What follows belongs to an exercise in optimizing a design on an open flow for small area; a production flow would make more cautious choices.
The RTL was checked by simulation tests, not by an equivalence proof against the original design.
Power and IR drop assume default switching activity.

### run.sh
#!/bin/bash
# synth_recipe.tcl (not shown) runs the flow's synth.tcl, then flattens the netlist and writes it again
# the make line also repeats each setting of config.mk as NAME=value (left out here)
make -C /OpenROAD-flow-scripts/flow DESIGN_CONFIG=/design/flow/config.mk WORK_HOME=/design/flow/orfs CLKGATE_MAP_FILE= SYNTH_SCRIPT=/design/flow/synth_recipe.tcl finish
### design.v
`default_nettype none
package dcache_pkg;
    localparam int XLEN           = 32;                      
    localparam int WORDS_PER_LINE = 4;
    localparam int LINE_BITS      = XLEN * WORDS_PER_LINE;   
    localparam int N_WAYS         = 2;                       
    typedef logic [XLEN-1:0]                   word_t;      
    typedef logic [LINE_BITS-1:0]              line_t;      
    typedef logic [XLEN/8-1:0]                 byte_en_t;   
    typedef logic [$clog2(WORDS_PER_LINE)-1:0] offset_t;    
    typedef enum logic [2:0] {
        IDLE,          
        LOOKUP,        
        WRITE_BACK,    
        REFILL,        
        REFILL_DONE    
    } cache_state_t;
    typedef struct packed {
        logic     rw;        
        byte_en_t byte_en;
        word_t    addr;
        word_t    wdata;
    } cpu_req_t;
    typedef struct packed {
        logic  rw;           
        word_t addr;         
        line_t line;         
    } mem_req_t;
endpackage
`default_nettype wire
`timescale 1ns/1ps
`default_nettype none
module dcache (
    input  logic         clk_i,
    input  logic         rst_i,
    input  logic         p_strobe_i,
    input  logic         p_rw_i,
    input  logic [3:0]   p_byte_en_i,
    input  logic [31:0]  p_addr_i,
    input  logic [31:0]  p_wdata_i,
    output logic         p_ready_o,
    output logic [31:0]  p_rdata_o,
    output logic         m_strobe_o,
    output logic         m_rw_o,
    output logic [31:0]  m_addr_o,
    output logic [127:0] m_data_o,
    input  logic         m_ready_i,
    input  logic [127:0] m_data_i
);
    localparam int TAG_BITS = 25;
    localparam logic [2:0] IDLE   = 3'd0,    
                           LOOKUP = 3'd1,    
                           WB     = 3'd2,    
                           WB2    = 3'd3,    
                           RF     = 3'd4,    
                           RF2    = 3'd5,    
                           RDONE  = 3'd6;    
    logic [2:0]  state_q;
    logic [1:0]  cnt_q;                      
    logic [1:0]  cnt_d;
    logic        pend_q;                     
    logic        rw_q;
    logic [3:0]  be_q;
    logic [31:2] addr_q;
    logic [31:0] wd_q;
    logic [3:0]  offh_q;                     
    logic [7:0]  dsel_q;                     
    logic [7:0]  tsel_q;                     
    logic [7:0][1:0] valid_q;
    logic [7:0][1:0] dirty_q;
    logic [7:0]      lru_q;                  
    logic [127:0] fill_q;                    
    logic [2:0]          idx;
    logic [TAG_BITS-1:0] tag;
    assign idx = addr_q[6:4];
    assign tag = addr_q[31:7];
    assign cnt_d = rst_i ? 2'd0 : cnt_q + 2'd1;
    logic [2:0] p_idx;
    logic [1:0] p_j;
    assign p_idx = p_addr_i[6:4];
    assign p_j   = p_idx[1:0] + cnt_d;
    always_ff @(posedge clk_i)
    begin
        if (state_q == IDLE)
        begin
            rw_q   <= p_rw_i;
            be_q   <= p_byte_en_i;
            addr_q <= p_addr_i[31:2];
            wd_q   <= p_wdata_i;
            for (int k = 0; k < 4; k++)
                offh_q[k] <= (p_addr_i[3:2] == 2'(k));
            for (int p = 0; p < 4; p++)
            begin
                dsel_q[2*p]   <= (p_idx[2:1] == 2'(p)) && (p_idx[0] == cnt_d[0]);
                dsel_q[2*p+1] <= (p_idx[2:1] == 2'(p)) && (p_idx[0] != cnt_d[0]);
            end
            for (int r = 0; r < 2; r++)
                for (int q = 0; q < 4; q++)
                    tsel_q[4*r+q] <= (p_idx[2] == 1'(r)) && (p_j == 2'(q));
        end
        else
        begin
            for (int p = 0; p < 4; p++)
            begin
                dsel_q[2*p]   <= dsel_q[2*p+1];
                dsel_q[2*p+1] <= dsel_q[2*p];
            end
            for (int r = 0; r < 2; r++)
                for (int q = 0; q < 4; q++)
                    tsel_q[4*r+q] <= tsel_q[4*r+((q+3)%4)];
        end
        fill_q <= m_data_i;
    end
    logic [127:0]        dat_a [2][4];
    logic [127:0]        dat_b [2][4];
    logic [TAG_BITS-1:0] tag_r [2][2][4];    
    logic [127:0]        wbus;
    logic [127:0]        wmask [2][4];
    logic                tag_we [2][2];
    for (genvar w = 0; w < 2; w++)
    begin : g_way
        for (genvar p = 0; p < 4; p++)
        begin : g_pair
            always_ff @(posedge clk_i)
            begin
                dat_b[w][p] <= dat_a[w][p];
                dat_a[w][p] <= (wbus & wmask[w][p]) | (dat_b[w][p] & ~wmask[w][p]);
            end
        end
        for (genvar r = 0; r < 2; r++)
        begin : g_tring
            always_ff @(posedge clk_i)
            begin
                tag_r[w][r][1] <= tag_r[w][r][0];
                tag_r[w][r][2] <= tag_r[w][r][1];
                tag_r[w][r][3] <= tag_r[w][r][2];
                tag_r[w][r][0] <= tag_we[w][r] ? tag : tag_r[w][r][3];
            end
        end
    end
    logic [TAG_BITS-1:0] way_tag [2];
    always_comb
    begin
        for (int w = 0; w < 2; w++)
        begin
            way_tag[w] = '0;
            for (int r = 0; r < 2; r++)
                for (int q = 0; q < 4; q++)
                    way_tag[w] = way_tag[w] | ({TAG_BITS{tsel_q[4*r+q]}} & tag_r[w][r][q]);
        end
    end
    logic [1:0] way_hit;
    logic       hit;
    logic       hit_way;
    logic       victim;
    logic       victim_dirty;
    always_comb
    begin
        for (int w = 0; w < 2; w++)
            way_hit[w] = valid_q[idx][w] && (way_tag[w] == tag);
    end
    assign hit          = |way_hit;
    assign hit_way      = way_hit[1];
    assign victim       = lru_q[idx];
    assign victim_dirty = valid_q[idx][victim] && dirty_q[idx][victim];
    logic [2:0] state_d;
    always_comb
    begin
        state_d = state_q;
        case (state_q)
            IDLE:   if (p_strobe_i) state_d = LOOKUP;
            LOOKUP: if (hit)               state_d = IDLE;
                    else if (victim_dirty) state_d = WB;
                    else                   state_d = RF;
            WB:     if (m_ready_i) state_d = WB2;
            WB2:    state_d = RF;
            RF:     if (m_ready_i) state_d = RF2;
            RF2:    state_d = RDONE;
            RDONE:  state_d = IDLE;
            default: state_d = IDLE;
        endcase
    end
    logic in_a;                              
    assign in_a = (idx[0] == cnt_q[0]);
    always_ff @(posedge clk_i)
    begin
        cnt_q <= cnt_d;
        if (rst_i)
        begin
            state_q <= IDLE;
            pend_q  <= 1'b0;
        end
        else
        begin
            state_q <= state_d;
            pend_q  <= (state_q == LOOKUP) && hit && rw_q && in_a;
        end
    end
    always_ff @(posedge clk_i)
    begin
        if (rst_i)
        begin
            valid_q <= '0;
            dirty_q <= '0;
            lru_q   <= '0;
        end
        else
        begin
            if (state_q == LOOKUP && hit)
            begin
                lru_q[idx] <= ~hit_way;
                if (rw_q)
                    dirty_q[idx][hit_way] <= 1'b1;
            end
            if (state_q == RDONE)
            begin
                valid_q[idx][victim] <= 1'b1;
                dirty_q[idx][victim] <= rw_q;
                lru_q[idx]           <= ~victim;
            end
        end
    end
    logic       fill_now;
    logic       hit_now;
    logic       tag_win;
    logic [1:0] we_way;
    assign fill_now = !in_a && ((state_q == RF && m_ready_i) || state_q == RF2);
    assign hit_now  = !in_a && (((state_q == LOOKUP) && hit && rw_q) || pend_q);
    assign tag_win  = ((state_q == LOOKUP) && !hit && !victim_dirty) ||
                      ((state_q == WB) && m_ready_i) ||
                      state_q == WB2 || state_q == RF || state_q == RF2 ||
                      state_q == RDONE;
    always_comb
    begin
        for (int w = 0; w < 2; w++)
        begin
            we_way[w] = fill_now ? (victim == 1'(w)) : (hit_now && way_hit[w]);
            for (int r = 0; r < 2; r++)
                tag_we[w][r] = tag_win && (victim == 1'(w)) && (idx[2] == 1'(r)) &&
                               (cnt_q == ~idx[1:0]);
        end
    end
    always_comb
    begin
        for (int k = 0; k < 4; k++)
            for (int b = 0; b < 4; b++)
                wbus[k*32 + b*8 +: 8] =
                    (!fill_now || (rw_q && offh_q[k] && be_q[b])) ? wd_q[b*8 +: 8] :
                    (state_q == RF) ? m_data_i[k*32 + b*8 +: 8] : fill_q[k*32 + b*8 +: 8];
    end
    always_comb
    begin
        for (int w = 0; w < 2; w++)
            for (int p = 0; p < 4; p++)
                for (int k = 0; k < 4; k++)
                    for (int b = 0; b < 4; b++)
                        wmask[w][p][k*32 + b*8 +: 8] =
                            {8{we_way[w] && idx[2:1] == 2'(p) &&
                               (fill_now || (offh_q[k] && be_q[b]))}};
    end
    logic         sel_way;
    logic [1:0]   wsel;
    logic [127:0] line_sel;
    assign sel_way = (state_q == LOOKUP) ? hit_way : victim;
    assign wsel    = {sel_way, !sel_way};
    always_comb
    begin
        line_sel = '0;
        for (int w = 0; w < 2; w++)
            for (int p = 0; p < 4; p++)
                line_sel = line_sel
                         | ({128{dsel_q[2*p]   && wsel[w]}} & dat_a[w][p])
                         | ({128{dsel_q[2*p+1] && wsel[w]}} & dat_b[w][p]);
    end
    always_comb
    begin
        p_rdata_o = '0;
        for (int k = 0; k < 4; k++)
            p_rdata_o = p_rdata_o | ({32{offh_q[k]}} & line_sel[k*32 +: 32]);
    end
    assign p_ready_o  = ((state_q == LOOKUP) && hit) || (state_q == RDONE);
    assign m_strobe_o = (state_q == WB) || (state_q == RF);
    assign m_rw_o     = (state_q == WB);
    assign m_addr_o   = {m_rw_o ? way_tag[sel_way] : tag, idx, 4'b0000};
    assign m_data_o   = line_sel;
endmodule
`default_nettype wire
### constraint.sdc
create_clock -name core_clock -period 10.0 [get_ports {clk_i}]
set_input_delay 2.0000 -clock core_clock [delete_from_list [all_inputs] [get_ports {clk_i}]]
set_output_delay 2.0000 -clock core_clock [all_outputs]
set_load 0.01 [all_outputs]
### config.mk
export PLATFORM = sky130hd
export DESIGN_NAME = dcache
export DESIGN_NICKNAME = dcache
export VERILOG_FILES = /design/flow/design.v
export SDC_FILE = /design/flow/constraint.sdc
export NUM_CORES = 4
export LEC_CHECK = 0
export CAP_MARGIN = 20
export CORE_MARGIN = 2
export CORE_UTILIZATION = 70
export CTS_BUF_LIST = sky130_fd_sc_hd__clkbuf_8
export CTS_CLUSTER_DIAMETER = 50
export CTS_CLUSTER_SIZE = 16
export SLEW_MARGIN = 20
==> results of run 1 <==
-- critical path, delay by kind of cell (launching register included) --
family          cells  cell delay, ps
mux                 1             380
buf+inv             2            1000
compound gates      4            1690
xor+xnor            1              90
flops               1             920
simple gates        5            2260
-- cell type report --
class	instances	area, µm²
Antenna cell	3	7.51
Clock buffer	224	3080
Clock inverter	68	619
Fill cell	8194	28700
Inverter	40	153
Multi-Input combinational cell	3946	32700
Sequential cell	2707	54900
Tap cell	1662	2080
Timing Repair Buffer	478	4880
-- synthesized netlist by cell type (all sizes together) (10+ instances only) --
master,count
dfxtp,2638
mux2,1170
a22oi,721
mux2i,309
clkbuf,298
nand2,277
nor2,218
a21oi,202
nand4,173
buf,136
a222oi,122
a22o,99
o21ai,86
nand3,81
a221oi,74
edfxtp,69
a31oi,61
xor2,41
o221ai,38
inv,35
o2bb2ai,30
a221o,28
a211oi,21
ha,19
and3,17
nor3,14
xnor2,13
o22ai,12
nor4,10
-- power breakdown --
group | switching, µW | leakage, µW | internal [µW]
sequential | 585 | 0.0221 | 11500
combinational | 1950 | 0.0146 | 971
clock | 3430 | 0.00202 | 2330
total | 5960 | 0.0387 | 14800
-- layout by cell type (no fill, tap or decap), drive strengths merged, types with 28 or more instances in the layout --
cell | netlist | layout
a221oi | 74 | 74
a222oi | 122 | 122
a21oi | 202 | 202
o2bb2ai | 30 | 30
clkdlybuf4s50 | 0 | 389
nor2 | 218 | 218
nand4 | 173 | 173
mux2i | 309 | 309
nand2 | 277 | 277
clkbuf | 298 | 224
dfxtp | 2638 | 2638
o21ai | 86 | 86
buf | 136 | 89
a22o | 99 | 99
edfxtp | 69 | 69
inv | 35 | 77
o221ai | 38 | 38
xor2 | 41 | 41
a221o | 28 | 28
a22oi | 721 | 721
mux2 | 1170 | 1170
a31oi | 61 | 61
nand3 | 81 | 81
-- per-stage QoR --
stage / hold slack [ps] / worst slack (ps) / cell area (µm²) / instances / util [%]
4_1_cts: 333 / 816 / 98400 / 9121 / 77.3
3_5_place_dp: 332 / 1940 / 94700 / 8829 / 74.4
6_report: 330 / 639 / 98500 / 9128 / 77.4
5_1_grt: 340 / 494 / 98500 / 9127 / 77.4
2_1_floorplan: 324 / 4420 / 89500 / 7127 / -
3_3_place_gp: 329 / 1970 / 94600 / 8827 / 74.4
-- flip-flops by register name, indices dropped and copies added, names as in the netlist, 16 cells and up --
name / cells
dirty_q: 16
tag_r: 400
fill_q: 128
wd_q: 32
dat_b: 1024
dat_a: 1024
valid_q: 16
addr_q: 28
-- kinds of logic after synthesis --
family	after synthesis
DFF	2707
other	1
muxes	1485
xor gates and xnor gates	54
buffers and inverters	474
adders and majority gates	19
AOI/OAI and AO/OA	1540
and+or+nand+nor	844
-- path summary, 6_finish.rpt --
kind                start      endpoint  slack (ps)  cells after the start
max             tsel_q[6]  p_rdata_o[2]         640                     13
min          tag_r[8][24]  tag_r[9][24]         330                      0
max reg2reg     tsel_q[6]  dat_a[2][39]        4080                     12
min reg2reg  tag_r[8][24]  tag_r[9][24]         330                      0
-- routing by layer --
metal  routed length, µm  vias to the layer above
li1                    -                    27092
met1              106000                    30696
met3               25700                      635
met2              119000                     3232
met5                  62                        -
met4               12100                       10
==> results by group, run 1 <==
Synthesis
  – Xor-xnor portion of the synthesized cell area: less than 1%
  – Main synth FF type: dfxtp_1
  – Compound-cell area share of the yosys netlist: 12.8%
  – Yosys top cell area share: 59.0%
  – Synth area leader: dfxtp_1
  – Post-synthesis cell count: 7124
  – Syn avg cell area: 12.6 µm²
  – Ranking of synthesized cells by area: dfxtp_1 (59%), mux2_2 (14%), a22oi_1 (6.0%), mux2i_1 (3.5%), edfxtp_1 (2.3%)
  – Synth Warn #: 7
  – Sequential area share after synthesis: 61.3%
  – Post-synthesis instance area: 0.0895 mm²
  – Post-synth cell types: 75
  – Synth Area in Adders: 0.266%
  – Async set-reset flop share out of synthesis: 0%
  – Mux cell area share after synthesis: between 10% and 20%
  – Largest family of logic cells by synthesized area: multiplexers
  – Flops & latches, synth: 2707
  – Post-Synth Simple-Gate Area: around 4.4%
  – EDFF count, synth: 69

STA
  – Final Max Slew Viols: 0
  – Post-Route Setup TNS: 0 ps
  – Clk_skew: 38.3 ps
  – Final hold vios: 0
  – Period minus WS final: 9360 ps
  – Unrepaired setup endpoints after global routing: false
  – Endpoints failing setup: 0
  – Highest clock rate: 107 MHz
  – Final Cycle Share: 93.6%
  – Worst Tran Pin Value: 1330 ps
  – Worst relative slew slack: 11.3%

Setup path
  – Startpoint Class: flop
  – CP max stage delay: between 900 and 1000 ps
  – CP Max Fanout: 33
  – Cell breakdown of the critical path: a22oi_1 -> nand4_1 -> xor2_1 -> nor4_1 -> nand4_1 -> nor4_4 -> o21a_4 -> buf_4 -> mux2_2 -> a222oi_1 -> a21bo_1 -> nand4_1 -> clkdlybuf4s50_1
  – Worst path required time: 8000 ps
  – Cell mode on critical path: nand4_1
  – Type of the worst setup path: reg2out
  – Worst path slowest cell: dfxtp_2
  – Worst Path Arrival: 7360 ps
  – CP endpoint kind: output port

Final layout
  – Layout cells sized above 1: 20.2%
  – Fin nets: between 7000 and 8000
  – Area grow syn2layout: 10.0%

Clocking
  – Bufs on Longest Clock Path: 3
  – Root buffer cell: clkbuf_8
  – Post-CTS setup buffers: 0
  – Clock tree sinks: 2707
  – Worst skew pair latency: between 900 and 1000 ps
  – CTS tree: done
  – Hold buffer count at CTS: 0
  – Total CTS buffers: 199
  – Clock H-tree levels: 4
  – Resized Gates After CTS: 0
  – Clock transition at path regs: 100 ps

Drt
  – Detailed Route WL: 262000 µm
  – Vias/cell: 6.76
  – Routed vias: 61665
  – DRC viols: 0
  – Number of DRC markers in iteration 0: roughly 7500
  – DRT Pass-1 Iters: 9
  – Wire length per cell: 28.8 µm
  – Final ANT Viol Nets: 0

Place
  – Dpl hpwl: 161000 µm
  – Placer Congestion: 0.870
  – # port buffers: about 390

Global routing
  – First-pass GRT wire length: a little under 400000 µm
  – Met1 Track Usage GR: between 50% and 60%
  – Initial antenna violation count: 6
  – Busiest grt layer: met2
  – GRT met2 Usage: 61.5%
  – Remaining Overflow, GRT: 0
  – Global Route met3 Usage: 7.97%
  – Largest net degree at the start of global routing: 127
  – Gr usage total: 39.0%
  – Number of global-route vias before repair: 61445

Power and ir drop
  – Final Power: 20800 µW
  – Peak supply drop: ~0.00017 V
  – PD cells: 211 mW/mm²
  – Leak: around 0.039 µW

Hold path
  – Hold Path Class: reg2reg

Die
  – Core area: 0.127 mm²
  – Die H: 362 µm
  – Die area: 0.131 mm²
  – Cell row count: 131
  – Die W: 362 µm
  – Initial cell density of the core: 70.4%
  – I/O Pins: 396

Job
  – Max_cap viols: 0

Outcome
  – Outcome: finished clean
==> run 2: changes to the inputs <==
--- a/config.mk
+++ b/config.mk
@@ -8,7 +8,4 @@
 export CAP_MARGIN = 20
 export CORE_MARGIN = 2
-export CORE_UTILIZATION = 70
-export CTS_BUF_LIST = sky130_fd_sc_hd__clkbuf_8
-export CTS_CLUSTER_DIAMETER = 50
-export CTS_CLUSTER_SIZE = 16
+export CORE_UTILIZATION = 40
 export SLEW_MARGIN = 20
==> run 2 against run 1 <==
Effect of this change: still clean on timing, DRC and antenna; sequential power hardly changed; wire length is 14% higher; sequential share of layout area is 4.2 points lower; synthesized cell count stayed put; utilization is 30 points lower; highest routed layer unchanged.
==> results by group, run 2 <==
Setup path
  – Reg-to-Reg End: dat_a[3][8]
  – Cell mode on critical path: nand4_1
  – Worst path required time: 8000 ps (about the same)
  – Startpoint Class: flop
  – R2R setup slack: 3850 ps (-230 ps)
  – Type of the worst setup path: reg2out
  – CP endpoint kind: output port
  – CP max stage delay: 880 ps (-40 ps)
  – Reg2Reg Depth: 13 (+1)
  – RR Startpoint: tsel_q[0]
  – Cell breakdown of the critical path: buf_12 -> a22oi_1 -> nand4_1 -> xor2_1 -> nor4_1 -> nand4_1 -> nor4_4 -> o21a_4 -> buf_4 -> mux2i_1 -> o22ai_1 -> o41ai_1 -> nand4_1 -> clkdlybuf4s50_1
  – CP Max Fanout: 34 (+3.0%)
  – Worst path slowest cell: o21a_4
  – Worst Path Arrival: 7220 ps (-140 ps)

Final layout
  – Fillers: 19776 (+140%)
  – Layout cells sized above 1: 22.5% (+2.2 points)
  – Commonest non-fill, non-tap cells in the layout: dfxtp_1 (2622), mux2_2 (1105), a22oi_1 (719)
  – Fin nets: 7716 (+1.6%)
  – Area grow syn2layout: 18.9%
  – Biggest regs: dat_a: 1024 flops, dat_b: 1024 flops, tag_r: 400 flops
  – Commonest non-fill, non-tap cell in the layout: dfxtp_1

Hold path
  – Hold EP: dat_b[1][113]
  – Min-Delay Path Depth: 0 (unchanged)
  – Hold Path Class: reg2reg
  – Critical hold path startpoint: dat_a[1][113]

Clocking
  – Root buffer cell: clkbuf_16
  – Worst skew pair latency: 940 ps (-20 ps)
  – Resized Gates After CTS: 0 (unchanged)
  – CTS tree: done
  – Bufs on Longest Clock Path: 4 (+1)
  – Total CTS buffers: 298 (+50%)
  – Clock transition at path regs: 60 ps (-40 ps)
  – Post-CTS setup buffers: 0 (unchanged)
  – Clock tree sinks: 2707 (unchanged)
  – Hold buffer count at CTS: 0 (unchanged)
  – Clock H-tree levels: 5 (+1)

Die
  – Die H: 477 µm (+32%)
  – I/O Pins: 396 (unchanged)
  – Die area: 0.228 mm² (+74%)
  – Core area: 0.222 mm² (+75%)
  – Initial cell density of the core: 40.3% (-30 points)
  – Cell row count: 173 (+32%)
  – Die W: 477 µm (+32%)

STA
  – Clk_skew: 96.1 ps (+57.7 ps)
  – Final hold vios: 0 (unchanged)
  – Final Cycle Share: 92.2% (-1.4 points)
  – Worst relative slew slack: 22.4% (+11 points)
  – Endpoints failing setup: 0 (unchanged)
  – Final Max Slew Viols: 0 (unchanged)
  – Post-Route Setup TNS: 0 ps (unchanged)
  – Worst Tran Pin Value: 1160 ps (-169 ps)
  – Highest clock rate: 108 MHz (+1.5%)
  – Period minus WS final: 9220 ps (-139 ps)
  – Unrepaired setup endpoints after global routing: false

Global routing
  – Remaining Overflow, GRT: 0 (unchanged)
  – First-pass GRT wire length: 431000 µm (+11%)
  – Number of global-route vias before repair: 62406 (+1.6%)
  – Initial antenna violation count: 27 (+21)
  – Gr usage total: 25.2% (-14 points)
  – Largest net degree at the start of global routing: 104 (-18%)

Synthesis
  – Synth area leader: dfxtp_1
  – Post-synth cell types: 75 (unchanged)
  – Synth Warn #: 7 (unchanged)
  – Post-synthesis instance area: 0.0895 mm² (unchanged)
  – Synth cell count leaders: dfxtp_1 (2638), mux2_2 (1105), a22oi_1 (719), mux2i_1 (309), clkbuf_1 (298)
  – Main synth FF type: dfxtp_1
  – Yosys top cell area share: 59.0% (unchanged)
  – Top-count cell post-synth: dfxtp_1
  – Flops & latches, synth: 2707 (unchanged)
  – EDFF count, synth: 69 (unchanged)
  – Async set-reset flop share out of synthesis: 0% (unchanged)
  – Syn avg cell area: 12.6 µm² (unchanged)
  – Post-synthesis cell count: 7124 (unchanged)
  – Ranking of synthesized cells by area: dfxtp_1 (59%), mux2_2 (14%), a22oi_1 (6.0%), mux2i_1 (3.5%), edfxtp_1 (2.3%)
  – Sequential area share after synthesis: 61.3% (unchanged)

Power and ir drop
  – Leak: 0.0417 µW (+7.7%)
  – Peak supply drop: 0.000175 V (+3.4%)
  – PD cells: 247 mW/mm² (+17%)
  – Final Power: 26300 µW (+26%)

Drt
  – Final ANT Viol Nets: 0 (unchanged)
  – Number of DRC markers in iteration 0: 5896 (-21%)
  – Detailed Route WL: 298000 µm (+14%)
  – DRT Pass-1 Iters: 8 (-1)
  – Wire length per cell: 27.9 µm (-3.1%)
  – Vias/cell: 5.77 (-15%)
  – Routed vias: 61729 (+0.10%)
  – DRC viols: 0 (unchanged)

Place
  – # port buffers: 389 (unchanged)
  – Placer Congestion: 0.843 (-3.1%)
  – Dpl hpwl: 183000 µm (+14%)

Job
  – Max_cap viols: 0 (unchanged)

Outcome
  – Outcome: finished clean
-- run 2: cell counts after synthesis --
No cell type changed its count.
-- run 2: through the flow --
step	util (%)	cells	setup slack, ps	hold slack, ps	instance area (µm²)
floorplan	-	7127	4420	324	89500
global placement	43.4	10171	1780	330	96500
detailed placement	43.4	10171	1820	332	96600
CTS	47.9	10693	865	286	106000
global route	47.9	10697	641	294	106000
finish	47.9	10700	778	292	106000
-- run 2: power breakdown --
part           internal [µW]  switching (µW)  total, µW
registers              11600             600      12200
clock network           6660            4390      11100
logic                    993            2070       3060
-- run 2: logic make-up (layout without fill, tap and decap cells) --
kind of cell | count (synthesis) | count (layout) | synth area share, %
XOR/XNOR | 54 | 54 | 0.529
multiplexers | 1485 | 1485 | 18.3
adder cells (fa/ha/maj) | 19 | 19 | 0.266
AO/OA/AOI/OAI | 1540 | 1540 | 12.8
flip-flops | 2707 | 2707 | 61.3
other | 1 | 11 | 0.00419
AND/OR/NAND/NOR | 844 | 844 | 4.44
buffers and inverters | 474 | 1065 | 2.25
-- run 2: worst max-delay path by stage --
stage,start,end,slack [ps],cells past startpoint
3_3_place_gp,tsel_q[3],p_rdata_o[2],1780,14
3_5_place_dp,tsel_q[3],p_rdata_o[2],1820,14
5_1_grt,tsel_q[3],p_rdata_o[2],640,14
4_1_cts,tsel_q[3],p_rdata_o[2],870,14
2_1_floorplan,tsel_q[3],p_rdata_o[22],4420,14
6_report,tsel_q[5],p_rdata_o[2],780,14
-- run 2: critical path: cells and delay by family, from the launching register on --
family	cells	cell delay [ps]
flops	1	820
buf+inv	3	1160
compound gates	4	1970
mux	1	190
xor+xnor	1	90
simple gates	5	2010
-- run 2: per-layer routing --
layer  wire length, µm  global-route usage [%]
met1            129000                    33.5
met2            135000                    40.1
met3             21300                    4.27
met4             13100                    10.9
met5               100                       0
-- run 2: cell type report --
cell class,count,area [µm²],share of cell area [%]
diodes,7,17.5,0.0165
clock buffers,429,8740,8.21
clock inverters,93,1110,1.04
inverters,40,155,0.146
multi-input cells,3946,32800,30.8
flip-flops and latches,2707,54900,51.6
well taps,2975,3720,3.50
repair buffers,503,5010,4.70
==> run 3: changes to the inputs <==
--- a/config.mk
+++ b/config.mk
@@ -8,4 +8,4 @@
 export CAP_MARGIN = 20
 export CORE_MARGIN = 2
-export CORE_UTILIZATION = 40
+export CORE_UTILIZATION = 60
 export SLEW_MARGIN = 20
==> run 3 against run 2 <==
Effect of this change: critical path depth rose by 1; synthesized cell count did not move; flip-flop and latch count did not move; critical path type unchanged; critical endpoint is now p_rdata_o[19].
==> results by group, run 3 <==
Setup path
  – Type of the worst setup path: reg2out
  – CP Max Fanout: 26 (-24%)
  – CP max stage delay: 810 ps (-70 ps)
  – CP endpoint kind: output port
  – CP bufs+invs: 4 (+1)
  – Cell mode on critical path: buf_4
  – Startpoint Class: flop
  – CP delay by family, top: simple AND/OR/NAND/NOR gates
  – Worst path required time: 8000 ps (about the same)
  – Worst Path Arrival: 7110 ps (-110 ps)
  – Cell breakdown of the critical path: buf_4 -> a22oi_1 -> nand4_1 -> xor2_1 -> nor4_1 -> nand4_1 -> nor4_4 -> o21a_4 -> buf_4 -> buf_4 -> mux2i_1 -> o2bb2ai_1 -> a222oi_1 -> nand2_1 -> clkdlybuf4s50_1
  – Worst path slowest cell: nor4_4

Place
  – # port buffers: 389 (unchanged)
  – Placer Congestion: 0.851 (+0.93%)
  – Dpl hpwl: 168000 µm (-8.3%)
  – DP Worst Slack: 1930 ps (+115 ps)

Die
  – Core area: 0.148 mm² (-33%)
  – Die H: 390 µm (-18%)
  – I/O Pins: 396 (unchanged)
  – Initial cell density of the core: 60.5% (+20 points)
  – Cell row count: 141 (-18%)
  – Die W: 390 µm (-18%)
  – Die area: 0.152 mm² (-33%)

Synthesis
  – Ranking of synthesized cells by area: dfxtp_1 (59%), mux2_2 (14%), a22oi_1 (6.0%), mux2i_1 (3.5%), edfxtp_1 (2.3%)
  – Post-synthesis instance area: 0.0895 mm² (unchanged)
  – Async set-reset flop share out of synthesis: 0% (unchanged)
  – Syn avg cell area: 12.6 µm² (unchanged)
  – Post-synth cell types: 75 (unchanged)
  – Main synth FF type: dfxtp_1
  – Top-count cell post-synth: dfxtp_1
  – Synth Warn #: 7 (unchanged)
  – Synth area leader: dfxtp_1
  – Sequential area share after synthesis: 61.3% (unchanged)
  – Flops & latches, synth: 2707 (unchanged)
  – Post-synthesis cell count: 7124 (unchanged)
  – Synth cell count leaders: dfxtp_1 (2638), mux2_2 (1105), a22oi_1 (719), mux2i_1 (309), clkbuf_1 (298)
  – EDFF count, synth: 69 (unchanged)
  – Yosys top cell area share: 59.0% (unchanged)

Final layout
  – Post-layout util: 70.3% (+22 points)
  – Area grow syn2layout: 16.2%
  – Seq. cell area: 0.0549 mm² (unchanged)
  – Commonest non-fill, non-tap cell in the layout: dfxtp_1
  – Layout cells sized above 1: 22.0% (-0.50 points)
  – Commonest non-fill, non-tap cells in the layout: dfxtp_1 (2622), mux2_2 (1105), a22oi_1 (719)
  – Fillers: 10675 (-46%)
  – Area of the multi-input gates: 0.0328 mm² (about the same)
  – Biggest regs: dat_a: 1024 flops, dat_b: 1024 flops, tag_r: 400 flops
  – Fin nets: 7693 (-0.30%)

Clocking
  – Worst skew pair latency: 890 ps (-50 ps)
  – Clock tree sinks: 2707 (unchanged)
  – Total CTS buffers: 282 (-5.4%)
  – Resized Gates After CTS: 0 (unchanged)
  – Bufs on Longest Clock Path: 4 (unchanged)
  – Hold buffer count at CTS: 0 (unchanged)
  – CTS tree: done
  – Root buffer cell: clkbuf_16
  – Clock H-tree levels: 5 (unchanged)
  – Clock transition at path regs: 60 ps (about the same)
  – Post-CTS setup buffers: 0 (unchanged)

Power and ir drop
  – Clock Power Share: 39.9% (-2.2 points)
  – Net Sw Frac: 26.7% (-0.23 points)
  – Final Power: 25100 µW (-4.3%)
  – Sw power: 6700 µW (-5.1%)
  – Gate power share: 11.8% (about the same)
  – PD cells: 242 mW/mm² (-2.0%)
  – Peak supply drop: 0.000189 V (+8.0%)
  – Register share of total power: 48.3% (+2.0 points)
  – Internal cell power: 18400 µW (-4.0%)
  – Leak: 0.0411 µW (-1.4%)

Drt
  – Vias/cell: 6.43 (+11%)
  – Number of DRC markers in iteration 0: 6162 (+4.5%)
  – Wire length per cell: 28.7 µm (+3.1%)
  – DRT Pass-1 Iters: 6 (-2)
  – DRC viols: 0 (unchanged)
  – Routed vias: 61654 (-0.12%)
  – Final ANT Viol Nets: 0 (unchanged)
  – Detailed Route WL: 276000 µm (-7.6%)

STA
  – Period minus WS final: 9110 ps (-108 ps)
  – Endpoints failing setup: 0 (unchanged)
  – Final hold vios: 0 (unchanged)
  – Worst Tran Pin Value: 1230 ps (+70.4 ps)
  – Clk_skew: 35.9 ps (-60.1 ps)
  – Highest clock rate: 110 MHz (+1.2%)
  – Worst relative slew slack: 17.7% (-4.7 points)
  – Unrepaired setup endpoints after global routing: false
  – Final Max Slew Viols: 0 (unchanged)
  – Final worst slack: 886 ps (+108 ps)
  – Post-Route Setup TNS: 0 ps (unchanged)
  – Final Cycle Share: 91.1% (-1.1 points)

Global routing
  – Remaining Overflow, GRT: 0 (unchanged)
  – Number of global-route vias before repair: 62091 (-0.50%)
  – Gr usage total: 35.2% (+10 points)
  – First-pass GRT wire length: 404000 µm (-6.2%)
  – Largest net degree at the start of global routing: 122 (+17%)
  – Initial antenna violation count: 13 (-52%)

Outcome
  – Outcome: finished clean

Hold path
  – Hold Path Class: reg2reg

Job
  – Max_cap viols: 0 (unchanged)
-- run 3: cell counts after synthesis --
Identical to the previous run, type by type.
-- run 3: through the flow --
stage / cell area, µm² / instances / hold WS [ps]
6_report: 104000 / 9595 / 334
3_3_place_gp: 95100 / 9119 / 329
5_1_grt: 104000 / 9593 / 333
3_5_place_dp: 95100 / 9119 / 330
2_1_floorplan: 89500 / 7127 / 324
4_1_cts: 104000 / 9592 / 331
-- run 3: path summary, 6_finish.rpt --
path | slack [ps] | cells after the start | to | from
max | 890 | 15 | p_rdata_o[19] | tsel_q[1]
min reg2reg | 330 | 0 | tag_r[2][1] | tag_r[1][1]
max reg2reg | 4420 | 17 | dirty_q[1] | tsel_q[1]
min | 330 | 0 | tag_r[2][1] | tag_r[1][1]
-- run 3: per-layer routing --
| metal | wire length [µm] | vias to the layer above | track usage, % |
|---|---|---|---|
| li1 | - | 27487 | - |
| met1 | 114000 | 30704 | 47.2 |
| met2 | 124000 | 2808 | 55.2 |
| met3 | 24400 | 653 | 6.90 |
| met4 | 12900 | 2 | 15.8 |
| met5 | 7 | - | 0 |
-- run 3: area by class of cell --
cell class	instances	share of cell area [%]
flip-flops and latches	2707	52.8
multi-input cells	3946	31.5
clock buffers	413	7.98
repair buffers	496	4.70
well taps	1930	2.32
clock inverters	60	0.479
inverters	40	0.147
diodes	3	0.00722
-- run 3: cell families after synthesis --
| family | synth area share (%) |
|---|---|
| AOI/OAI and AO/OA | 12.8 |
| xor gates and xnor gates | 0.529 |
| adders and majority gates | 0.266 |
| buffers and inverters | 2.25 |
| DFF | 61.3 |
| muxes | 18.3 |
| other | 0.00419 |
| and+or+nand+nor | 4.44 |
-- run 3: power by group through the flow --
stage	registers [µW]	clock network [µW]	logic (µW)
finish	12100	10000	2960
global route	12200	10600	3080
CTS	12100	10100	2920
detailed placement	12300	0	2910
global placement	12300	0	2880
floorplan	12000	0	1670
==> run 4: changes to the inputs <==
--- a/config.mk
+++ b/config.mk
@@ -8,4 +8,5 @@
 export CAP_MARGIN = 20
 export CORE_MARGIN = 2
-export CORE_UTILIZATION = 60
+export CORE_UTILIZATION = 40
+export CTS_BUF_LIST = sky130_fd_sc_hd__clkbuf_4
 export SLEW_MARGIN = 20
==> run 4 against run 3 <==
Effect of this change: still clean on timing, DRC and antenna; via count grew 4.2%; final cell count grew 18%; hold slack lost 62 ps; highest routed layer unchanged; die area grew 49%; non-clock buffer count grew 7; sequential power is essentially flat.
==> results by group, run 4 <==
Synthesis
  – Sequential area share after synthesis: 61.3% (unchanged)
  – EDFF count, synth: 69 (unchanged)
  – Main synth FF type: dfxtp_1
  – Syn avg cell area: 12.6 µm² (unchanged)
  – Ranking of synthesized cells by area: dfxtp_1 (59%), mux2_2 (14%), a22oi_1 (6.0%), mux2i_1 (3.5%), edfxtp_1 (2.3%)
  – Yosys top cell area share: 59.0% (unchanged)
  – Synth cell count leaders: dfxtp_1 (2638), mux2_2 (1105), a22oi_1 (719), mux2i_1 (309), clkbuf_1 (298)
  – Synth Warn #: 7 (unchanged)
  – Flops & latches, synth: 2707 (unchanged)
  – Async set-reset flop share out of synthesis: 0% (unchanged)
  – Post-synthesis instance area: 0.0895 mm² (unchanged)
  – Post-synth cell types: 75 (unchanged)
  – Post-synthesis cell count: 7124 (unchanged)
  – Top-count cell post-synth: dfxtp_1
  – Synth area leader: dfxtp_1

Final layout
  – Commonest non-fill, non-tap cells in the layout: dfxtp_1 (2622), mux2_2 (1105), clkbuf_4 (999)
  – Biggest regs: dat_a: 1024 flops, dat_b: 1024 flops, tag_r: 400 flops
  – Fin nets: 8109 (+5.4%)
  – Layout cells sized above 1: 27.9% (+5.9 points)
  – Area grow syn2layout: 17.3%
  – Commonest non-fill, non-tap cell in the layout: dfxtp_1

Drt
  – Final ANT Viol Nets: 0 (unchanged)
  – DRT Pass-1 Iters: 6 (unchanged)
  – Detailed Route WL: 302000 µm (+9.6%)
  – Wire length per cell: 26.7 µm (-7.2%)
  – Routed vias: 64244 (+4.2%)
  – DRC viols: 0 (unchanged)
  – Number of DRC markers in iteration 0: 6087 (-1.2%)
  – Vias/cell: 5.67 (-12%)

Global routing
  – Global Route met3 Usage: 5.75% (-1.2 points)
  – Number of global-route vias before repair: 66077 (+6.4%)
  – Busiest grt layer: met2
  – Remaining Overflow, GRT: 0 (unchanged)
  – Largest net degree at the start of global routing: 104 (-15%)
  – Met1 Track Usage GR: 32.9% (-14 points)
  – Initial antenna violation count: 28 (+15)
  – GRT met2 Usage: 40.6% (-15 points)
  – First-pass GRT wire length: 437000 µm (+8.3%)
  – Gr usage total: 25.5% (-9.7 points)

Clocking
  – CTS tree: done
  – Resized Gates After CTS: 0 (unchanged)
  – Worst skew pair latency: 1450 ps (+560 ps)
  – Root buffer cell: clkbuf_4
  – Bufs on Longest Clock Path: 4 (unchanged)
  – Clock transition at path regs: 70 ps (about the same)
  – Total CTS buffers: 691 (+150%)
  – Clock H-tree levels: 6 (+1)
  – Hold buffer count at CTS: 0 (unchanged)
  – Post-CTS setup buffers: 0 (unchanged)
  – Clock tree sinks: 2707 (unchanged)

STA
  – WHS: 272 ps (-62.1 ps)
  – Highest clock rate: 102 MHz (-6.6%)
  – Worst relative slew slack: 21.8% (+4.1 points)
  – Endpoints failing setup: 0 (unchanged)
  – Final Cycle Share: 97.6% (+6.5 points)
  – Post-Route Setup TNS: 0 ps (unchanged)
  – Worst Tran Pin Value: 1170 ps (-55.4 ps)
  – Clk_skew: 143 ps (+107 ps)
  – Final hold vios: 0 (unchanged)
  – Period minus WS final: 9760 ps (+645 ps)
  – Final Max Slew Viols: 0 (unchanged)
  – Unrepaired setup endpoints after global routing: false
  – Final worst slack: 241 ps (-645 ps)

Hold path
  – Hold Path Class: reg2reg
  – Critical hold path startpoint: dat_a[0][17]

Setup path
  – CP Launch Point: tsel_q[5]
  – Startpoint Class: flop
  – Worst Path Arrival: 7760 ps (+650 ps)
  – Type of the worst setup path: reg2out
  – Worst path required time: 8000 ps (about the same)
  – CP endpoint kind: output port
  – Cell breakdown of the critical path: buf_12 -> a22oi_1 -> nand4_1 -> xor2_1 -> nor4_1 -> nand4_1 -> nor4_4 -> o21a_4 -> buf_4 -> mux2i_1 -> o22ai_1 -> o41ai_1 -> nand4_1 -> clkdlybuf4s50_1
  – CP bufs+invs: 3 (-1)
  – CP delay by family, top: simple AND/OR/NAND/NOR gates
  – CP max stage delay: 890 ps (+80 ps)
  – CP Max Fanout: 34 (+31%)
  – Worst path slowest cell: o21a_4
  – Cell mode on critical path: nand4_1
  – RR Startpoint: tsel_q[0]

Die
  – I/O Pins: 396 (unchanged)
  – Die area: 0.228 mm² (+49%)
  – Cell row count: 173 (+23%)
  – Die W: 477 µm (+22%)
  – Initial cell density of the core: 40.3% (-20 points)
  – Die H: 477 µm (+22%)
  – Core area: 0.222 mm² (+50%)

Power and ir drop
  – Leak: 0.0418 µW (+1.7%)
  – PD cells: 233 mW/mm² (-3.7%)
  – Peak supply drop: 0.000127 V (-33%)

Place
  – Dpl hpwl: 183000 µm (+9.1%)
  – # port buffers: 389 (unchanged)
  – DP Worst Slack: 1820 ps (-115 ps)
  – Placer Congestion: 0.843 (-0.92%)

Job
  – Max_cap viols: 0 (unchanged)

Outcome
  – Outcome: finished clean
-- run 4: cell counts after synthesis --
Identical to the previous run, type by type.
-- run 4: power by group --
group | internal, µW | total (µW) | switching, µW
logic | 993 | 3060 | 2070
clock network | 4780 | 9230 | 4450
registers | 11500 | 12100 | 599
-- run 4: metrics by stage --
step                utilization (%)  instances  instance area, µm²  power [µW]
finish                         47.2      11332              105000       24400
global route                   47.2      11329              105000       25400
CTS                            47.2      11311              105000       24600
detailed placement             43.4      10171               96600       15400
global placement               43.4      10171               96500       15300
floorplan                         -       7127               89500       13700
-- run 4: final timing paths --
| kind | depth (start not counted) | slack [ps] | end |
|---|---|---|---|
| worst max-delay path | 14 | 240 | p_rdata_o[2] |
| worst max register to register | 13 | 3860 | dat_a[2][112] |
| worst min-delay path | 0 | 270 | dat_b[0][17] |
| worst min register to register | 0 | 270 | dat_b[0][17] |
-- run 4: routing by layer --
| metal | up-vias | share of wire, % |
|---|---|---|
| li1 | 28751 | - |
| met1 | 31979 | 42 |
| met2 | 2918 | 46 |
| met3 | 588 | 7.9 |
| met4 | 8 | 4.2 |
| met5 | - | 0.020 |
-- run 4: area by class of cell --
| type | count | area [µm²] |
|---|---|---|
| antenna | 21 | 52.6 |
| clock buffer | 999 | 7500 |
| multi-input combinational | 3946 | 32800 |
| fill | 20277 | 117000 |
| timing repair buffer | 503 | 5010 |
| tap | 2975 | 3720 |
| sequential | 2707 | 54900 |
| clock inverter | 141 | 837 |
| inverter | 40 | 155 |
-- run 4: cell families after synthesis --
logic type	count (synthesis)	share of synthesized area (%)
flops	2707	61.3
compound gates	1540	12.8
mux	1485	18.3
simple gates	844	4.44
buf+inv	474	2.25
xor+xnor	54	0.529
fa+ha+maj	19	0.266
other cells	1	0.00419
-- run 4: worst reg2reg max path: stages (launching register included) --
cell     delay [ps]
dfxtp_2         840
buf_4           440
a22oi_1         160
nand4_1         160
xor2_1          110
nor4_1          860
nand3_1         280
nor3_1          850
a22o_1          250
nand2_1         260
nor2_4          160
buf_4           590
nand2_1         620
mux2_2          440
==> run 5: changes to the inputs <==
--- a/config.mk
+++ b/config.mk
@@ -8,5 +8,5 @@
 export CAP_MARGIN = 20
 export CORE_MARGIN = 2
-export CORE_UTILIZATION = 40
-export CTS_BUF_LIST = sky130_fd_sc_hd__clkbuf_4
+export CORE_UTILIZATION = 75
+export PLACE_DENSITY = 0.85
 export SLEW_MARGIN = 20
==> run 5 against run 4 <==
Effect of this change: still clean; die area down 46%; critical path depth rose by 1; via count hardly changed; flip-flop and latch count stayed put; critical path type unchanged; largest cell class unchanged.
==> results by group, run 5 <==
Clocking
  – Clock tree sinks: 2707 (unchanged)
  – Worst skew pair latency: 860 ps (-590 ps)
  – Hold buffer count at CTS: 0 (unchanged)
  – Root buffer cell: clkbuf_16
  – Bufs on Longest Clock Path: 3 (-1)
  – CTS tree: done
  – Resized Gates After CTS: 0 (unchanged)
  – Clock transition at path regs: 70 ps (about the same)
  – Total CTS buffers: 239 (-65%)
  – Post-CTS setup buffers: 0 (unchanged)
  – Clock H-tree levels: 4 (-2)

Final layout
  – Commonest non-fill, non-tap cells in the layout: dfxtp_1 (2622), mux2_2 (1105), a22oi_1 (719)
  – Post-layout util: 86.8% (+40 points)
  – Fin nets: 7632 (-5.9%)
  – Seq. cell area: 0.0549 mm² (unchanged)
  – Biggest regs: dat_a: 1024 flops, dat_b: 1024 flops, tag_r: 400 flops
  – Area of the multi-input gates: 0.0327 mm² (about the same)
  – Commonest non-fill, non-tap cell in the layout: dfxtp_1
  – Layout cells sized above 1: 21.5% (-6.4 points)
  – Fillers: 5651 (-72%)
  – Post-route cell area: 0.103 mm² (-2.2%)
  – Area grow syn2layout: 14.7%

Synthesis
  – Top-count cell post-synth: dfxtp_1
  – Async set-reset flop share out of synthesis: 0% (unchanged)
  – Post-synthesis cell count: 7124 (unchanged)
  – Synth cell count leaders: dfxtp_1 (2638), mux2_2 (1105), a22oi_1 (719), mux2i_1 (309), clkbuf_1 (298)
  – Synth area leader: dfxtp_1
  – Syn avg cell area: 12.6 µm² (unchanged)
  – Sequential area share after synthesis: 61.3% (unchanged)
  – Main synth FF type: dfxtp_1
  – Ranking of synthesized cells by area: dfxtp_1 (59%), mux2_2 (14%), a22oi_1 (6.0%), mux2i_1 (3.5%), edfxtp_1 (2.3%)
  – Yosys top cell area share: 59.0% (unchanged)
  – Synth Warn #: 7 (unchanged)
  – Post-synthesis instance area: 0.0895 mm² (unchanged)
  – Flops & latches, synth: 2707 (unchanged)
  – Post-synth cell types: 75 (unchanged)
  – EDFF count, synth: 69 (unchanged)

Setup path
  – CP Launch Point: tsel_q[2]
  – Worst path required time: 8000 ps (about the same)
  – R2R setup slack: 3710 ps (-150 ps)
  – CP Max Fanout: 45 (+32%)
  – Worst path slowest cell: dfxtp_2
  – Startpoint Class: flop
  – Worst Path Arrival: 7300 ps (-460 ps)
  – CP endpoint kind: output port
  – Type of the worst setup path: reg2out
  – CP delay by family, top: compound AO/OA/AOI/OAI gates
  – Reg-to-Reg End: dat_a[2][78]
  – CP max stage delay: 1050 ps (+160 ps)
  – CP bufs+invs: 4 (+1)
  – RR Startpoint: tsel_q[2]
  – Reg2Reg Depth: 12 (-1)
  – Cell breakdown of the critical path: buf_4 -> a22oi_2 -> nand4_1 -> xor2_1 -> nor4_1 -> nand4_1 -> nor4_4 -> o21a_4 -> buf_12 -> buf_4 -> mux2i_1 -> o2bb2ai_1 -> a22o_1 -> a221o_1 -> clkdlybuf4s50_1

Place
  – Dpl hpwl: 161000 µm (-12%)
  – Placed cell areas: 0.0944 mm² (-2.2%)
  – DP Worst Slack: 1910 ps (+89.3 ps)
  – Placer Congestion: 0.877 (+4.1%)
  – # port buffers: 389 (unchanged)

Drt
  – DRC viols: 0 (unchanged)
  – Number of DRC markers in iteration 0: 8403 (+38%)
  – Wire length per cell: 30.1 µm (+13%)
  – DRT Pass-1 Iters: 11 (+5)
  – Detailed Route WL: 276000 µm (-8.7%)
  – Vias/cell: 7.01 (+24%)
  – Routed vias: 64211 (-0.051%)
  – Final ANT Viol Nets: 0 (unchanged)

Die
  – Die area: 0.122 mm² (-46%)
  – Initial cell density of the core: 75.7% (+35 points)
  – Die H: 349 µm (-27%)
  – Core area: 0.118 mm² (-47%)
  – I/O Pins: 396 (unchanged)
  – Cell row count: 126 (-27%)
  – Die W: 349 µm (-27%)

STA
  – Final Cycle Share: 93.0% (-4.6 points)
  – Highest clock rate: 108 MHz (+4.9%)
  – Endpoints failing setup: 0 (unchanged)
  – Period minus WS final: 9300 ps (-457 ps)
  – Final hold vios: 0 (unchanged)
  – Clk_skew: 29.2 ps (-114 ps)
  – Unrepaired setup endpoints after global routing: false
  – Worst Tran Pin Value: 1320 ps (+143 ps)
  – Final Max Slew Viols: 0 (unchanged)
  – Post-Route Setup TNS: 0 ps (unchanged)
  – Final worst slack: 698 ps (+457 ps)
  – Worst relative slew slack: 12.1% (-9.7 points)

Hold path
  – Critical hold path startpoint: dat_a[5][1]
  – Min-Delay Path Depth: 0 (unchanged)
  – Hold Path Class: reg2reg
  – Hold EP: dat_b[5][1]

Global routing
  – First-pass GRT wire length: 410000 µm (-6.3%)
  – Number of global-route vias before repair: 66210 (+0.20%)
  – Initial antenna violation count: 12 (-57%)
  – Remaining Overflow, GRT: 0 (unchanged)
  – Largest net degree at the start of global routing: 115 (+11%)
  – Gr usage total: 44.2% (+19 points)

Job
  – Max_cap viols: 0 (unchanged)

Outcome
  – Outcome: finished clean

Power and ir drop
  – Leak: 0.0407 µW (-2.7%)
  – PD cells: 240 mW/mm² (+3.1%)
  – Peak supply drop: 0.000217 V (+71%)
run 5: cell families (layout without fill, tap and decap cells):
| group | after synthesis | count (layout) | share of synthesized area, % |
|---|---|---|---|
| compound gates | 1540 | 1540 | 12.8 |
| xor+xnor | 54 | 54 | 0.529 |
| fa+ha+maj | 19 | 19 | 0.266 |
| buf+inv | 474 | 960 | 2.25 |
| flops | 2707 | 2707 | 61.3 |
| mux | 1485 | 1485 | 18.3 |
| other cells | 1 | 9 | 0.00419 |
| simple gates | 844 | 844 | 4.44 |
run 5: power breakdown:
part           internal [µW]  switching, µW  total [µW]
Clock                   5500           4030        9530
Combinational            963           1990        2950
Sequential             11600            617       12200
run 5: worst max-delay path by stage:
stage / cells after the start / slack (ps) / endpoint
floorplan: 14 / 4420 / p_rdata_o[22]
global placement: 14 / 2040 / p_rdata_o[24]
detailed placement: 14 / 1910 / p_rdata_o[27]
CTS: 14 / 990 / p_rdata_o[12]
global route: 14 / 710 / p_rdata_o[26]
finish: 15 / 700 / p_rdata_o[11]
run 5: layout make-up:
class / instances / area share, %
flip-flops and latches: 2707 / 53.5
clock inverters: 72 / 0.856
inverters: 40 / 0.149
well taps: 1536 / 1.87
repair buffers: 478 / 4.58
multi-input cells: 3946 / 31.9
diodes: 5 / 0.0122
clock buffers: 370 / 7.14
run 5: layer usage:
metal	GRT usage, %	wire (µm)
met5	0	68
met4	28.2	19300
met3	11.7	32600
met2	68.8	123000
met1	54.8	100000
run 5: per-stage QoR:
step	power, µW	std cells	hold slack (ps)
floorplan	13700	7127	324
global placement	15100	8706	327
detailed placement	15100	8706	333
CTS	24500	9148	339
global route	25200	9151	346
finish	24600	9154	341
==> run 6: changes to the inputs <==
--- a/config.mk
+++ b/config.mk
@@ -8,5 +8,7 @@
 export CAP_MARGIN = 20
 export CORE_MARGIN = 2
-export CORE_UTILIZATION = 75
-export PLACE_DENSITY = 0.85
+export CORE_UTILIZATION = 70
+export CTS_BUF_LIST = sky130_fd_sc_hd__clkbuf_16
+export CTS_CLUSTER_DIAMETER = 60
+export CTS_CLUSTER_SIZE = 24
 export SLEW_MARGIN = 20
==> run 6 against run 5 <==
Effect of this change: critical path depth is 2 lower; highest routed layer unchanged; still clean on timing, DRC and antenna; global-route usage is 4.9 points lower; combinational power hardly changed; power is 11% lower; final cell count is 0.84% lower; flip-flop and latch count stayed put; hold slack worse by 7.4 ps; critical path type unchanged; non-clock buffer count is 1 higher; utilization is 8.5 points lower; design area is 3.0% lower; clock skew is 2.6 ps lower.
==> results by group, run 6 <==
Outcome
  – Outcome: finished clean

STA
  – Final hold vios: 0 (unchanged)
  – Endpoints failing setup: 0 (unchanged)
  – WHS: 334 ps (-7.36 ps)
  – Worst relative slew slack: 14.4% (+2.4 points)
  – Clk_skew: 26.6 ps (-2.56 ps)
  – Highest clock rate: 111 MHz (+2.8%)
  – Final Max Slew Viols: 0 (unchanged)
  – Post-Route Setup TNS: 0 ps (unchanged)
  – Unrepaired setup endpoints after global routing: false
  – Worst Tran Pin Value: 1280 ps (-32.2 ps)
  – Final Cycle Share: 90.5% (-2.5 points)
  – Period minus WS final: 9050 ps (-252 ps)

Clocking
  – Total CTS buffers: 145 (-39%)
  – Root buffer cell: clkbuf_16
  – Clock transition at path regs: 90 ps (+20 ps)
  – Bufs on Longest Clock Path: 3 (unchanged)
  – Hold buffer count at CTS: 0 (unchanged)
  – Clock tree sinks: 2707 (unchanged)
  – Worst skew pair latency: 810 ps (-50 ps)
  – CTS tree: done
  – Resized Gates After CTS: 0 (unchanged)
  – Post-CTS setup buffers: 0 (unchanged)
  – Clock H-tree levels: 4 (unchanged)

Setup path
  – R2R setup slack: 4140 ps (+430 ps)
  – Reg2Reg Depth: 11 (-1)
  – Reg-to-Reg End: dat_a[6][10]
  – Type of the worst setup path: reg2out
  – Worst setup path end: p_rdata_o[2]
  – Startpoint Class: flop
  – Worst Path Arrival: 7050 ps (-250 ps)
  – RR Startpoint: tsel_q[6]
  – CP endpoint kind: output port
  – Worst path required time: 8000 ps (about the same)
  – CP Launch Point: tsel_q[6]
  – CP Max Fanout: 33 (-27%)

Synthesis
  – EDFF count, synth: 69 (unchanged)
  – Top-count cell post-synth: dfxtp_1
  – Post-synthesis cell count: 7124 (unchanged)
  – Synth Warn #: 7 (unchanged)
  – Synth area leader: dfxtp_1
  – Ranking of synthesized cells by area: dfxtp_1 (59%), mux2_2 (14%), a22oi_1 (6.0%), mux2i_1 (3.5%), edfxtp_1 (2.3%)
  – Synth cell count leaders: dfxtp_1 (2638), mux2_2 (1105), a22oi_1 (719), mux2i_1 (309), clkbuf_1 (298)
  – Flops & latches, synth: 2707 (unchanged)
  – Syn avg cell area: 12.6 µm² (unchanged)
  – Post-synthesis instance area: 0.0895 mm² (unchanged)
  – Sequential area share after synthesis: 61.3% (unchanged)
  – Yosys top cell area share: 59.0% (unchanged)
  – Main synth FF type: dfxtp_1
  – Post-synth cell types: 75 (unchanged)
  – Async set-reset flop share out of synthesis: 0% (unchanged)

Power and ir drop
  – Leak: 0.0391 µW (-3.9%)
  – Peak supply drop: 0.000182 V (-16%)
  – PD cells: 219 mW/mm² (-8.6%)

Place
  – # port buffers: 389 (unchanged)
  – Placer Congestion: 0.870 (-0.83%)
  – Dpl hpwl: 161000 µm (-0.38%)

Die
  – Core area: 0.127 mm² (+7.6%)
  – Die area: 0.131 mm² (+7.1%)
  – I/O Pins: 396 (unchanged)
  – Cell row count: 131 (+4.0%)
  – Initial cell density of the core: 70.4% (-5.3 points)
  – Die H: 362 µm (+3.5%)
  – Die W: 362 µm (+3.5%)

Drt
  – DRT Pass-1 Iters: 9 (-2)
  – Vias/cell: 6.78 (-3.4%)
  – Number of DRC markers in iteration 0: 7356 (-12%)
  – Routed vias: 61516 (-4.2%)
  – Wire length per cell: 29.1 µm (-3.6%)
  – DRC viols: 0 (unchanged)
  – Final ANT Viol Nets: 0 (unchanged)
  – Detailed Route WL: 264000 µm (-4.4%)

Job
  – Max_cap viols: 0 (unchanged)

Final layout
  – Area grow syn2layout: 11.3%
  – Fillers: 8041 (+42%)
  – Fin nets: 7539 (-1.2%)
  – Commonest non-fill, non-tap cell in the layout: dfxtp_1
  – Biggest regs: dat_a: 1024 flops, dat_b: 1024 flops, tag_r: 400 flops
  – Commonest non-fill, non-tap cells in the layout: dfxtp_1 (2622), mux2_2 (1105), a22oi_1 (719)
  – Layout cells sized above 1: 19.8% (-1.7 points)
  – Seq. cell area: 0.0549 mm² (unchanged)
  – Area of the multi-input gates: 0.0327 mm² (about the same)

Global routing
  – Largest net degree at the start of global routing: 127 (+10%)
  – Remaining Overflow, GRT: 0 (unchanged)
  – First-pass GRT wire length: 389000 µm (-5.1%)
  – Gr usage total: 39.2% (-4.9 points)
  – Initial antenna violation count: 5 (-7)
  – Number of global-route vias before repair: 61461 (-7.2%)

Hold path
  – Hold Path Class: reg2reg
==> run 6: worst min-delay path by stage <==
stage                  startpoint             to  slack [ps]  depth (start not counted)
detailed placement   dat_a[7][96]   dat_b[7][96]         330                          0
CTS                  dat_a[3][68]   dat_b[3][68]         340                          0
finish              dat_a[5][121]  dat_b[5][121]         330                          0
floorplan            dat_a[4][36]   dat_b[4][36]         320                          0
global route         dat_a[3][68]   dat_b[3][68]         340                          0
global placement    dat_a[6][104]  dat_b[6][104]         330                          0
==> run 6: cell families (layout without fill, tap and decap cells) <==
| group | count (synthesis) | in the layout | share of synthesized area [%] |
|---|---|---|---|
| muxes | 1485 | 1485 | 18.3 |
| xor gates and xnor gates | 54 | 54 | 0.529 |
| adders and majority gates | 19 | 19 | 0.266 |
| and+or+nand+nor | 844 | 844 | 4.44 |
| DFF | 2707 | 2707 | 61.3 |
| other | 1 | 5 | 0.00419 |
| buffers and inverters | 474 | 761 | 2.25 |
| AOI/OAI and AO/OA | 1540 | 1540 | 12.8 |
==> run 6: worst max-delay path, stage by stage (launching register included) <==
cell and delay, ps:
dfxtp_2 910, a22oi_1 210, nand4_1 190, xor2_1 90, nor4_1 440, nand4_1 320, nor4_4 850, o21a_4 760
buf_4 400, mux2_2 370, a222oi_1 400, a21bo_1 280, nand4_1 350, clkdlybuf4s50_1 600
==> run 6: power by group <==
group | internal (µW) | switching [µW]
Combinational | 971 | 1950
Sequential | 11500 | 586
Clock | 3220 | 3590
==> run 6: per-layer routing <==
layer  wire [µm]  track usage [%]  vias up
met5          26                0        -
met4       12900             19.1        4
met3       26000             8.15      622
met2      120000             61.6     3253
met1      105000             51.9    30595
li1            -                -    27042
==> run 6: cell type report <==
class	count	share of cell area (%)
Antenna cell	1	0.00251
Tap cell	1662	2.09
Inverter	40	0.153
Clock buffer	159	3.99
Timing Repair Buffer	479	4.92
Multi-Input combinational cell	3946	32.8
Clock inverter	83	0.848
Sequential cell	2707	55.1
==> run 6: per-stage QoR <==
stage               power (µW)  util, %  std cells  instance area (µm²)  setup WS (ps)
finish                   21900     78.3       9077                99600            950
detailed placement       15200     74.4       8829                94700           1940
global route             22400     78.3       9076                99600            685
floorplan                13700        -       7127                89500           4420
CTS                      21800     78.2       9071                99500           1060
global placement         15100     74.4       8827                94600           1970
==> run 7: changes to the inputs <==
==> flow/run.sh (new file) <==
#!/bin/bash
# Standard ORFS layout (the standard.sh), with two changes passed to
# ORFS through its own variables:
#  * port buffers use the smallest buffer instead of clkdlybuf4s50_1;
#  * clock tree: no dummy loads, clustered sinks on clkbuf_8 leaves.
set -euo pipefail
export BUFFER_PORTS_ARGS="-buffer_cell sky130_fd_sc_hd__buf_1"
export CTS_ARGS="-sink_clustering_enable -repair_clock_nets -dont_use_dummy_load -sink_clustering_size 20 -sink_clustering_max_diameter 45 -buf_list sky130_fd_sc_hd__clkbuf_8"
bash standard.sh > flow_standard.log 2>&1
==> standard.sh (new file) <==
#!/bin/bash
# synth_recipe.tcl (not shown) runs the flow's synth.tcl, then flattens the netlist and writes it again
# the make line also repeats each setting of config.mk as NAME=value (left out here)
make -C /OpenROAD-flow-scripts/flow DESIGN_CONFIG=/design/flow/config.mk WORK_HOME=/design/flow/orfs CLKGATE_MAP_FILE= SYNTH_SCRIPT=/design/flow/synth_recipe.tcl "${@:-finish}"
--- a/config.mk
+++ b/config.mk
@@ -9,6 +9,3 @@
 export CORE_MARGIN = 2
 export CORE_UTILIZATION = 70
-export CTS_BUF_LIST = sky130_fd_sc_hd__clkbuf_16
-export CTS_CLUSTER_DIAMETER = 60
-export CTS_CLUSTER_SIZE = 24
 export SLEW_MARGIN = 20
removed: run.sh
==> run 7 against run 6 <==
Effect of this change: final cell count shrank 0.42%; still clean; sequential power is essentially flat; global-route usage shrank 0.55 points; area after synthesis is the same.
==> results by group, run 7 <==
Clocking
  – Post-CTS setup buffers: 0 (unchanged)
  – Root buffer cell: clkbuf_8
  – CTS tree: done
  – Total CTS buffers: 200 (+38%)
  – Clock transition at path regs: 90 ps (about the same)
  – Clock H-tree levels: 4 (unchanged)
  – Worst skew pair latency: 980 ps (+170 ps)
  – Bufs on Longest Clock Path: 3 (unchanged)
  – Resized Gates After CTS: 0 (unchanged)
  – Clock tree sinks: 2707 (unchanged)
  – Hold buffer count at CTS: 0 (unchanged)

Drt
  – Met3 wire length: 25000 µm (-4.0%)
  – Vias/cell: 6.77 (about the same)
  – DRT Pass-1 Iters: 6 (-3)
  – Detailed Route WL: 260000 µm (-1.3%)
  – Routed vias: 61207 (-0.50%)
  – Number of DRC markers in iteration 0: 7308 (-0.65%)
  – Uppermost layer routed: met5
  – Met1 WL: 106000 µm (+0.89%)
  – Final ANT Viol Nets: 0 (unchanged)
  – DRC viols: 0 (unchanged)
  – Wire length per cell: 28.8 µm (-0.86%)
  – Met2 WL: 117000 µm (-2.8%)

STA
  – Unrepaired setup endpoints after global routing: false
  – Post-Route Setup TNS: 0 ps (unchanged)
  – Endpoints failing setup: 0 (unchanged)
  – Worst Tran Pin Value: 1290 ps (+7.18 ps)
  – Worst relative slew slack: 13.7% (-0.68 points)
  – Final Cycle Share: 92.6% (+2.1 points)
  – Final hold vios: 0 (unchanged)
  – Highest clock rate: 108 MHz (-2.3%)
  – Final Max Slew Viols: 0 (unchanged)
  – Clk_skew: 90.9 ps (+64.3 ps)
  – Final worst slack: 742 ps (-208 ps)
  – Period minus WS final: 9260 ps (+208 ps)

Die
  – Die W: 362 µm (unchanged)
  – Cell row count: 131 (unchanged)
  – Die H: 362 µm (unchanged)
  – Initial cell density of the core: 70.4% (unchanged)
  – Die area: 0.131 mm² (unchanged)
  – I/O Pins: 396 (unchanged)
  – Core area: 0.127 mm² (unchanged)

Job
  – Max_cap viols: 0 (unchanged)

Final layout
  – Biggest regs: dat_a: 1024 flops, dat_b: 1024 flops, tag_r: 400 flops
  – Fillers: 8747 (+8.8%)
  – Area of the multi-input gates: 0.0327 mm² (about the same)
  – Area grow syn2layout: 6.14%
  – Layout cells sized above 1: 19.7% (-0.099 points)
  – Seq. cell area: 0.0549 mm² (unchanged)
  – Commonest non-fill, non-tap cells in the layout: dfxtp_1 (2622), mux2_2 (1105), a22oi_1 (719)
  – Post-layout util: 74.7% (-3.6 points)
  – Commonest non-fill, non-tap cell in the layout: dfxtp_1
  – Fin nets: 7592 (+0.70%)

Synthesis
  – Main synth FF type: dfxtp_1
  – Yosys top cell area share: 59.0% (unchanged)
  – Flops & latches, synth: 2707 (unchanged)
  – Sequential area share after synthesis: 61.3% (unchanged)
  – Top-count cell post-synth: dfxtp_1
  – Post-synthesis cell count: 7124 (unchanged)
  – Synth Warn #: 7 (unchanged)
  – Synth cell count leaders: dfxtp_1 (2638), mux2_2 (1105), a22oi_1 (719), mux2i_1 (309), clkbuf_1 (298)
  – Synth area leader: dfxtp_1
  – EDFF count, synth: 69 (unchanged)
  – Post-synthesis instance area: 0.0895 mm² (unchanged)
  – Post-synth cell types: 75 (unchanged)
  – Async set-reset flop share out of synthesis: 0% (unchanged)
  – Syn avg cell area: 12.6 µm² (unchanged)
  – Ranking of synthesized cells by area: dfxtp_1 (59%), mux2_2 (14%), a22oi_1 (6.0%), mux2i_1 (3.5%), edfxtp_1 (2.3%)

Place
  – Dpl hpwl: 159000 µm (-0.89%)
  – Placer Congestion: 0.880 (+1.1%)
  – DP Worst Slack: 1930 ps (-13.9 ps)
  – # port buffers: 389 (unchanged)

Global routing
  – Largest net degree at the start of global routing: 124 (-2.4%)
  – Number of global-route vias before repair: 61208 (-0.41%)
  – Remaining Overflow, GRT: 0 (unchanged)
  – Gr usage total: 38.7% (-0.55 points)
  – Initial antenna violation count: 8 (+3)
  – First-pass GRT wire length: 384000 µm (-1.2%)

Setup path
  – Worst Path Arrival: 7260 ps (+210 ps)
  – Type of the worst setup path: reg2out
  – Worst path required time: 8000 ps (about the same)
  – CP endpoint kind: output port
  – Startpoint Class: flop
  – CP Max Fanout: 48 (+45%)

Outcome
  – Outcome: finished clean

Power and ir drop
  – PD cells: 209 mW/mm² (-4.6%)
  – Leak: 0.0371 µW (-5.2%)
  – Peak supply drop: 0.000174 V (-4.5%)

Hold path
  – Hold Path Class: reg2reg
==> run 7: cell counts after synthesis <==
No cell type changed its count.
==> run 7: logic make-up (layout without fill, tap and decap cells) <==
| family | after synthesis | in the layout | share of synthesized area (%) |
|---|---|---|---|
| DFF | 2707 | 2707 | 61.3 |
| AOI/OAI and AO/OA | 1540 | 1540 | 12.8 |
| muxes | 1485 | 1485 | 18.3 |
| and+or+nand+nor | 844 | 844 | 4.44 |
| buffers and inverters | 474 | 717 | 2.25 |
| xor gates and xnor gates | 54 | 54 | 0.529 |
| adders and majority gates | 19 | 19 | 0.266 |
| other | 1 | 11 | 0.00419 |
==> run 7: stage by stage <==
step | cell area, µm² | hold slack, ps | std cells | power, µW
6_report | 95000 | 300 | 9039 | 19900
5_1_grt | 95000 | 291 | 9035 | 20400
4_1_cts | 94900 | 288 | 9031 | 19800
3_5_place_dp | 92200 | 332 | 8831 | 15000
3_3_place_gp | 92200 | 327 | 8831 | 14900
2_1_floorplan | 89500 | 324 | 7127 | 13700
==> run 7: metal layers <==
metal / global-route usage, % / vias up
met3: 8.27 / 648
met2: 60.6 / 3099
met4: 18.1 / 6
met1: 51.4 / 30433
met5: 0.370 / -
li1: - / 27021
==> run 7: where the power goes <==
| part | switching, µW | internal [µW] | leakage, µW |
|---|---|---|---|
| Combinational | 1930 | 769 | 0.0136 |
| Clock | 3270 | 1780 | 0.00144 |
| Sequential | 591 | 11500 | 0.0221 |
| Total | 5790 | 14100 | 0.0371 |
==> run 7: layout make-up <==
class | count | share of cell area, %
Antenna cell | 7 | 0.0184
Tap cell | 1662 | 2.19
Inverter | 40 | 0.161
Sequential cell | 2707 | 57.8
Multi-Input combinational cell | 3946 | 34.5
Timing Repair Buffer | 477 | 2.45
Clock buffer | 200 | 2.90
==> run 7: path summary, 6_finish.rpt <==
path                      start            end  slack [ps]  depth (start not counted)
setup / recovery      tsel_q[0]   p_rdata_o[2]         740                         14
hold / removal    tag_r[10][17]  tag_r[11][17]         300                          0
setup reg to reg      tsel_q[0]  dat_a[7][114]        3890                         12
hold reg to reg   tag_r[10][17]  tag_r[11][17]         300                          0
==> run 7: critical path, stage by stage (launching register included) <==
cell and delay [ps]:
dfxtp_2 920, buf_4 460, a22oi_1 140, nand4_1 170
xor2_1 90, nor4_1 340, nand4_1 260, nor4_4 840
o21a_4 920, buf_4 520, mux2_2 390, a222oi_1 410
a21bo_1 280, nand4_1 310, buf_1 230

==> port drivers added, routing unchanged <==
The results above use ideal ports. As a check the final layouts listed here were re-extracted and re-timed, cells and wires unchanged. Step 1, drivers: a clkbuf_16 drives clk_i and a buf_2 each remaining input, both assumed. Step 2 also shifts input and output timing later by t, the mid clock arrival at the registers, as if the neighbouring blocks saw the same clock. Three values: ideal, step 1, step 2; two values: the first two.
run | t (ns) | setup slack, ns | hold WS [ns] | worst setup path after step 2 | clock arrival spread, ns
run 1 | 1.019 | 0.639 / 0.561 / 1.581 | 0.330 / 0.330 / 0.330 | register to output | 0.039 / 0.039
run 2 | 0.986 | 0.778 / 0.684 / 1.670 | 0.292 / 0.292 / 0.292 | register to output | 0.105 / 0.105
run 3 | 0.965 | 0.886 / 0.796 / 1.761 | 0.334 / 0.334 / 0.334 | register to output | 0.036 / 0.036
run 4 | 1.456 | 0.241 / 0.151 / 1.607 | 0.272 / 0.272 / 0.272 | register to output | 0.160 / 0.160
run 5 | 0.923 | 0.698 / 0.621 / 1.543 | 0.341 / 0.341 / 0.341 | register to output | 0.029 / 0.029
run 6 | 0.875 | 0.950 / 0.871 / 1.747 | 0.334 / 0.334 / 0.334 | register to output | 0.027 / 0.027
run 7 | 1.025 | 0.742 / 0.652 / 1.677 | 0.300 / 0.300 / 0.300 | register to output | 0.091 / 0.090
After both steps setup and hold are still met in every run listed.
